Context: an optimization exercise on an open-source flow, tuned for a short achievable clock period and few clock cycles. The choices shown serve that exercise and are no tape-out recipe.
At most, simulation tests tie the RTL to the original design; equivalence was not proved.
Power figures rest on the tool's default switching activity, not on a simulated workload.

==> module riscv_core, before the edit <==
module riscv_core #(
  parameter rv_pkg::word_t RESET_PC = 32'h0
) (
  input  logic  sys_clk,
  input  logic  reset_n,
  output rv_pkg::word_t imem_addr,
  input  rv_pkg::word_t imem_read_data,
  output logic  dmem_read_cmd_valid,
  output logic  dmem_write_cmd_valid,
  output rv_pkg::word_t dmem_addr,
  output rv_pkg::word_t dmem_write_data,
  input  rv_pkg::word_t dmem_read_data
);
  localparam int N = rv_pkg::A_N;
  logic          fetch_valid;    
  logic          skid_valid;     
  rv_pkg::word_t skid;
  rv_pkg::word_t f_instr;
  logic          stall;
  assign f_instr = skid_valid ? skid : imem_read_data;
  logic              f_is_instr, f_is_load, f_is_store, f_reg_write, f_use_imm;
  rv_pkg::reg_addr_t f_rs1, f_rs2, f_rd;
  logic [N-1:0]      f_alu_sel;
  rv_pkg::word_t     f_imm;
  fetch_decode i_fetch_decode (
    .instr     (f_instr),
    .is_instr  (f_is_instr),
    .is_load   (f_is_load),
    .is_store  (f_is_store),
    .reg_write (f_reg_write),
    .use_imm   (f_use_imm),
    .rs1       (f_rs1),
    .rs2       (f_rs2),
    .rd        (f_rd),
    .alu_sel   (f_alu_sel),
    .imm       (f_imm)
  );
  logic              d_valid, d_is_load, d_is_store, d_reg_write, d_use_imm;
  logic              d_early;    
  rv_pkg::reg_addr_t d_rs1, d_rs2, d_rd;
  logic [N-1:0]      d_alu_sel;
  rv_pkg::word_t     d_imm;
  always_ff @(posedge sys_clk) begin
    if (!reset_n) begin
      imem_addr   <= RESET_PC;
      fetch_valid <= 1'b0;
      skid_valid  <= 1'b0;
      d_valid     <= 1'b0;
    end else begin
      fetch_valid <= 1'b1;
      if (stall) begin
        if (!skid_valid) begin
          skid_valid <= fetch_valid;
        end
      end else begin
        imem_addr  <= imem_addr + 32'd4;
        skid_valid <= 1'b0;
        d_valid    <= (skid_valid || fetch_valid) && f_is_instr;
      end
    end
  end
  always_ff @(posedge sys_clk) begin
    if (stall && !skid_valid) begin
      skid <= imem_read_data;
    end
    if (!stall) begin
      d_is_load   <= f_is_load;
      d_early     <= f_is_load && (f_rs1 == '0);
      d_is_store  <= f_is_store;
      d_reg_write <= f_reg_write;
      d_use_imm   <= f_use_imm;
      d_rs1       <= f_rs1;
      d_rs2       <= f_rs2;
      d_rd        <= f_rd;
      d_alu_sel   <= f_alu_sel;
      d_imm       <= f_imm;
    end
  end
  logic              e_valid, e_is_load, e_is_store, e_reg_write;
  logic              e_late_mem;     
  rv_pkg::reg_addr_t e_rd;
  logic [N-1:0]      e_alu_sel;
  logic              e_fwd_a, e_fwd_b, e_fwd_s;
  rv_pkg::word_t     e_a, e_b, e_s;
  logic              m_alu_write;    
  logic              m_load_write;   
  logic              m_early_write;  
  rv_pkg::reg_addr_t m_rd;
  rv_pkg::word_t     m_res;
  logic              w_write, w_is_load;
  rv_pkg::reg_addr_t w_rd;
  rv_pkg::word_t     w_alu;
  rv_pkg::word_t     w_data;
  memory_writeback i_memory_writeback (
    .wb_is_load     (w_is_load),
    .wb_alu         (w_alu),
    .dmem_read_data (dmem_read_data),
    .wb_data        (w_data)
  );
  rv_pkg::word_t rf_rs1, rf_rs2;
  reg_file i_reg_file (
    .sys_clk   (sys_clk),
    .rs1_addr  (d_rs1),
    .rs2_addr  (d_rs2),
    .rs1_rdata (rf_rs1),
    .rs2_rdata (rf_rs2),
    .wb_en     (w_write),
    .wb_rd     (w_rd),
    .wb_data   (w_data)
  );
  logic          m_hit1, m_hit2, l_hit1, l_hit2, w_hit1, w_hit2;
  rv_pkg::word_t d_v1, d_v2;
  assign m_hit1 = m_alu_write && (m_rd == d_rs1);
  assign m_hit2 = m_alu_write && (m_rd == d_rs2);
  assign l_hit1 = m_early_write && (m_rd == d_rs1);
  assign l_hit2 = m_early_write && (m_rd == d_rs2);
  assign w_hit1 = w_write && (w_rd == d_rs1);
  assign w_hit2 = w_write && (w_rd == d_rs2);
  assign d_v1 = m_hit1 ? m_res : l_hit1 ? dmem_read_data : w_hit1 ? w_data : rf_rs1;
  assign d_v2 = m_hit2 ? m_res : l_hit2 ? dmem_read_data : w_hit2 ? w_data : rf_rs2;
  logic e_load_write;
  assign e_load_write = e_valid && e_is_load && e_reg_write;
  logic load_early_now;
  assign load_early_now = d_valid && d_early && !stall && !(e_valid && e_late_mem);
  assign stall = d_valid &&
                 ((e_load_write && ((e_rd == d_rs1) || (e_rd == d_rs2))) ||
                  (m_load_write && ((m_rd == d_rs1) || (m_rd == d_rs2))));
  logic e_alu_write;
  assign e_alu_write = e_valid && e_reg_write && !e_is_load;
  always_ff @(posedge sys_clk) begin
    if (!reset_n) begin
      e_valid <= 1'b0;
    end else begin
      e_valid <= d_valid && !stall;
    end
    e_late_mem <= (d_is_load && !load_early_now) || d_is_store;
  end
  always_ff @(posedge sys_clk) begin
    e_is_load   <= d_is_load;
    e_is_store  <= d_is_store;
    e_reg_write <= d_reg_write;
    e_rd        <= d_rd;
    e_alu_sel   <= d_alu_sel;
    e_fwd_a     <= e_alu_write && (e_rd == d_rs1) && (d_rs1 != '0);
    e_fwd_b     <= e_alu_write && (e_rd == d_rs2) && (d_rs2 != '0) && !d_use_imm;
    e_fwd_s     <= e_alu_write && (e_rd == d_rs2) && (d_rs2 != '0);
    e_a         <= d_v1;
    e_b         <= d_use_imm ? d_imm : d_v2;
    e_s         <= d_v2;
  end
  rv_pkg::word_t op_a, op_b, alu_result, st_data, addr;
  assign op_a    = e_fwd_a ? m_res : e_a;
  assign op_b    = e_fwd_b ? m_res : e_b;
  assign st_data = e_fwd_s ? m_res : e_s;
  assign addr    = op_a + e_b;
  execute_stage i_execute_stage (
    .op_a   (op_a),
    .op_b   (op_b),
    .sel    (e_alu_sel),
    .result (alu_result)
  );
  always_ff @(posedge sys_clk) begin
    if (!reset_n) begin
      dmem_read_cmd_valid  <= 1'b0;
      dmem_write_cmd_valid <= 1'b0;
      m_alu_write          <= 1'b0;
      m_load_write         <= 1'b0;
      m_early_write        <= 1'b0;
    end else begin
      dmem_read_cmd_valid  <= (e_valid && e_is_load && e_late_mem) || load_early_now;
      dmem_write_cmd_valid <= e_valid && e_is_store;
      m_alu_write          <= e_alu_write;
      m_load_write         <= e_load_write && e_late_mem;
      m_early_write        <= e_load_write && !e_late_mem;
    end
  end
  always_ff @(posedge sys_clk) begin
    m_rd            <= e_rd;
    m_res           <= alu_result;
    dmem_addr       <= (d_early && !(e_valid && e_late_mem)) ? d_imm : addr;
    dmem_write_data <= st_data;
  end
  always_ff @(posedge sys_clk) begin
    if (!reset_n) begin
      w_write   <= 1'b0;
      w_is_load <= 1'b0;
    end else begin
      w_write   <= m_alu_write || m_load_write || m_early_write;
      w_is_load <= m_load_write;
    end
  end
  always_ff @(posedge sys_clk) begin
    w_rd  <= m_rd;
    w_alu <= m_early_write ? dmem_read_data : m_res;
  end
endmodule
clock: 7.6 ns
lec_check: 0
abc_clock_period_in_ps: 2500
cap_margin: 20
core_margin: 2
core_utilization: 40
setup_slack_margin: 4.5
slew_margin: 20
run.sh (not shown) runs the stock make flow with config.mk's settings and CLKGATE_MAP_FILE= SYNTH_SCRIPT=/design/flow/synth_recipe.tcl, a recipe that flattens the netlist after the stock synthesis.
Testbench counts at the start, summed over its fixed seeds: cycles 12,400.
Next try:
--- a/flow/design.v
+++ b/flow/design.v
@@ -173,11 +173,10 @@
     .rd        (f_rd),
     .alu_sel   (f_alu_sel),
     .imm       (f_imm)
   );
   logic              d_valid, d_is_load, d_is_store, d_reg_write, d_use_imm;
-  logic              d_early;    
   rv_pkg::reg_addr_t d_rs1, d_rs2, d_rd;
   logic [N-1:0]      d_alu_sel;
   rv_pkg::word_t     d_imm;
   always_ff @(posedge sys_clk) begin
     if (!reset_n) begin
@@ -202,11 +201,10 @@
     if (stall && !skid_valid) begin
       skid <= imem_read_data;
     end
     if (!stall) begin
       d_is_load   <= f_is_load;
-      d_early     <= f_is_load && (f_rs1 == '0);
       d_is_store  <= f_is_store;
       d_reg_write <= f_reg_write;
       d_use_imm   <= f_use_imm;
       d_rs1       <= f_rs1;
       d_rs2       <= f_rs2;
@@ -214,18 +212,16 @@
       d_alu_sel   <= f_alu_sel;
       d_imm       <= f_imm;
     end
   end
   logic              e_valid, e_is_load, e_is_store, e_reg_write;
-  logic              e_late_mem;     
   rv_pkg::reg_addr_t e_rd;
   logic [N-1:0]      e_alu_sel;
   logic              e_fwd_a, e_fwd_b, e_fwd_s;
   rv_pkg::word_t     e_a, e_b, e_s;
   logic              m_alu_write;    
   logic              m_load_write;   
-  logic              m_early_write;  
   rv_pkg::reg_addr_t m_rd;
   rv_pkg::word_t     m_res;
   logic              w_write, w_is_load;
   rv_pkg::reg_addr_t w_rd;
   rv_pkg::word_t     w_alu;
@@ -245,24 +241,20 @@
     .rs2_rdata (rf_rs2),
     .wb_en     (w_write),
     .wb_rd     (w_rd),
     .wb_data   (w_data)
   );
-  logic          m_hit1, m_hit2, l_hit1, l_hit2, w_hit1, w_hit2;
+  logic          m_hit1, m_hit2, w_hit1, w_hit2;
   rv_pkg::word_t d_v1, d_v2;
   assign m_hit1 = m_alu_write && (m_rd == d_rs1);
   assign m_hit2 = m_alu_write && (m_rd == d_rs2);
-  assign l_hit1 = m_early_write && (m_rd == d_rs1);
-  assign l_hit2 = m_early_write && (m_rd == d_rs2);
   assign w_hit1 = w_write && (w_rd == d_rs1);
   assign w_hit2 = w_write && (w_rd == d_rs2);
-  assign d_v1 = m_hit1 ? m_res : l_hit1 ? dmem_read_data : w_hit1 ? w_data : rf_rs1;
-  assign d_v2 = m_hit2 ? m_res : l_hit2 ? dmem_read_data : w_hit2 ? w_data : rf_rs2;
+  assign d_v1 = m_hit1 ? m_res : w_hit1 ? w_data : rf_rs1;
+  assign d_v2 = m_hit2 ? m_res : w_hit2 ? w_data : rf_rs2;
   logic e_load_write;
   assign e_load_write = e_valid && e_is_load && e_reg_write;
-  logic load_early_now;
-  assign load_early_now = d_valid && d_early && !stall && !(e_valid && e_late_mem);
   assign stall = d_valid &&
                  ((e_load_write && ((e_rd == d_rs1) || (e_rd == d_rs2))) ||
                   (m_load_write && ((m_rd == d_rs1) || (m_rd == d_rs2))));
   logic e_alu_write;
   assign e_alu_write = e_valid && e_reg_write && !e_is_load;
@@ -270,11 +262,10 @@
     if (!reset_n) begin
       e_valid <= 1'b0;
     end else begin
       e_valid <= d_valid && !stall;
     end
-    e_late_mem <= (d_is_load && !load_early_now) || d_is_store;
   end
   always_ff @(posedge sys_clk) begin
     e_is_load   <= d_is_load;
     e_is_store  <= d_is_store;
     e_reg_write <= d_reg_write;
@@ -302,34 +293,32 @@
     if (!reset_n) begin
       dmem_read_cmd_valid  <= 1'b0;
       dmem_write_cmd_valid <= 1'b0;
       m_alu_write          <= 1'b0;
       m_load_write         <= 1'b0;
-      m_early_write        <= 1'b0;
     end else begin
-      dmem_read_cmd_valid  <= (e_valid && e_is_load && e_late_mem) || load_early_now;
+      dmem_read_cmd_valid  <= e_valid && e_is_load;
       dmem_write_cmd_valid <= e_valid && e_is_store;
       m_alu_write          <= e_alu_write;
-      m_load_write         <= e_load_write && e_late_mem;
-      m_early_write        <= e_load_write && !e_late_mem;
+      m_load_write         <= e_load_write;
     end
   end
   always_ff @(posedge sys_clk) begin
     m_rd            <= e_rd;
     m_res           <= alu_result;
-    dmem_addr       <= (d_early && !(e_valid && e_late_mem)) ? d_imm : addr;
+    dmem_addr       <= addr;
     dmem_write_data <= st_data;
   end
   always_ff @(posedge sys_clk) begin
     if (!reset_n) begin
       w_write   <= 1'b0;
       w_is_load <= 1'b0;
     end else begin
-      w_write   <= m_alu_write || m_load_write || m_early_write;
+      w_write   <= m_alu_write || m_load_write;
       w_is_load <= m_load_write;
     end
   end
   always_ff @(posedge sys_clk) begin
     w_rd  <= m_rd;
-    w_alu <= m_early_write ? dmem_read_data : m_res;
+    w_alu <= m_res;
   end
 endmodule
Outcome:
- The new run finished with timing, DRC and antenna clean
- non-clock buffer count shrinks by 83
- core utilization fell by 1.0 points
- global-route usage went down by 0.50 points
- worst setup slack loses 0.40 ns
- final cell count shrinks by 4.6%
- total power decreases by 0.88%
- count of clock-buffer cells in the layout went down by 3
- wire length came out lower by 5.4%
- via count fell by 6.3%
- flip-flop and latch count shrinks by 3
- sequential share of layout area rises by 2.2 points
No functional check of the RTL was part of the second run of this note.

static timing again, ports no longer ideal:
The results above use ideal ports. As a check the final layouts listed here were re-extracted and re-timed, cells and wires unchanged.
Step 1 sets driving cells, clkbuf_16 on the clock port and buf_2 on the other inputs (assumed; they add their load-dependent delay and slew).
Step 2 also shifts input and output timing later by t, the mid clock arrival at the registers, as if the neighbouring blocks saw the same clock.
a / b / c = no drivers / after step 1 / after step 2; a / b = the first two.
| run | shift t [ns] | slack for setup (ns) | worst setup path at the end | latest minus earliest clock arrival (ns) |
|---|---|---|---|---|
| the first run | 0.858 | 3.537 / 3.537 / 3.537 | register to register | 0.038 / 0.038 |
| the second run | 0.892 | 3.141 / 3.141 / 3.141 | register to register | 0.051 / 0.050 |
After both steps every run listed still meets setup and hold.
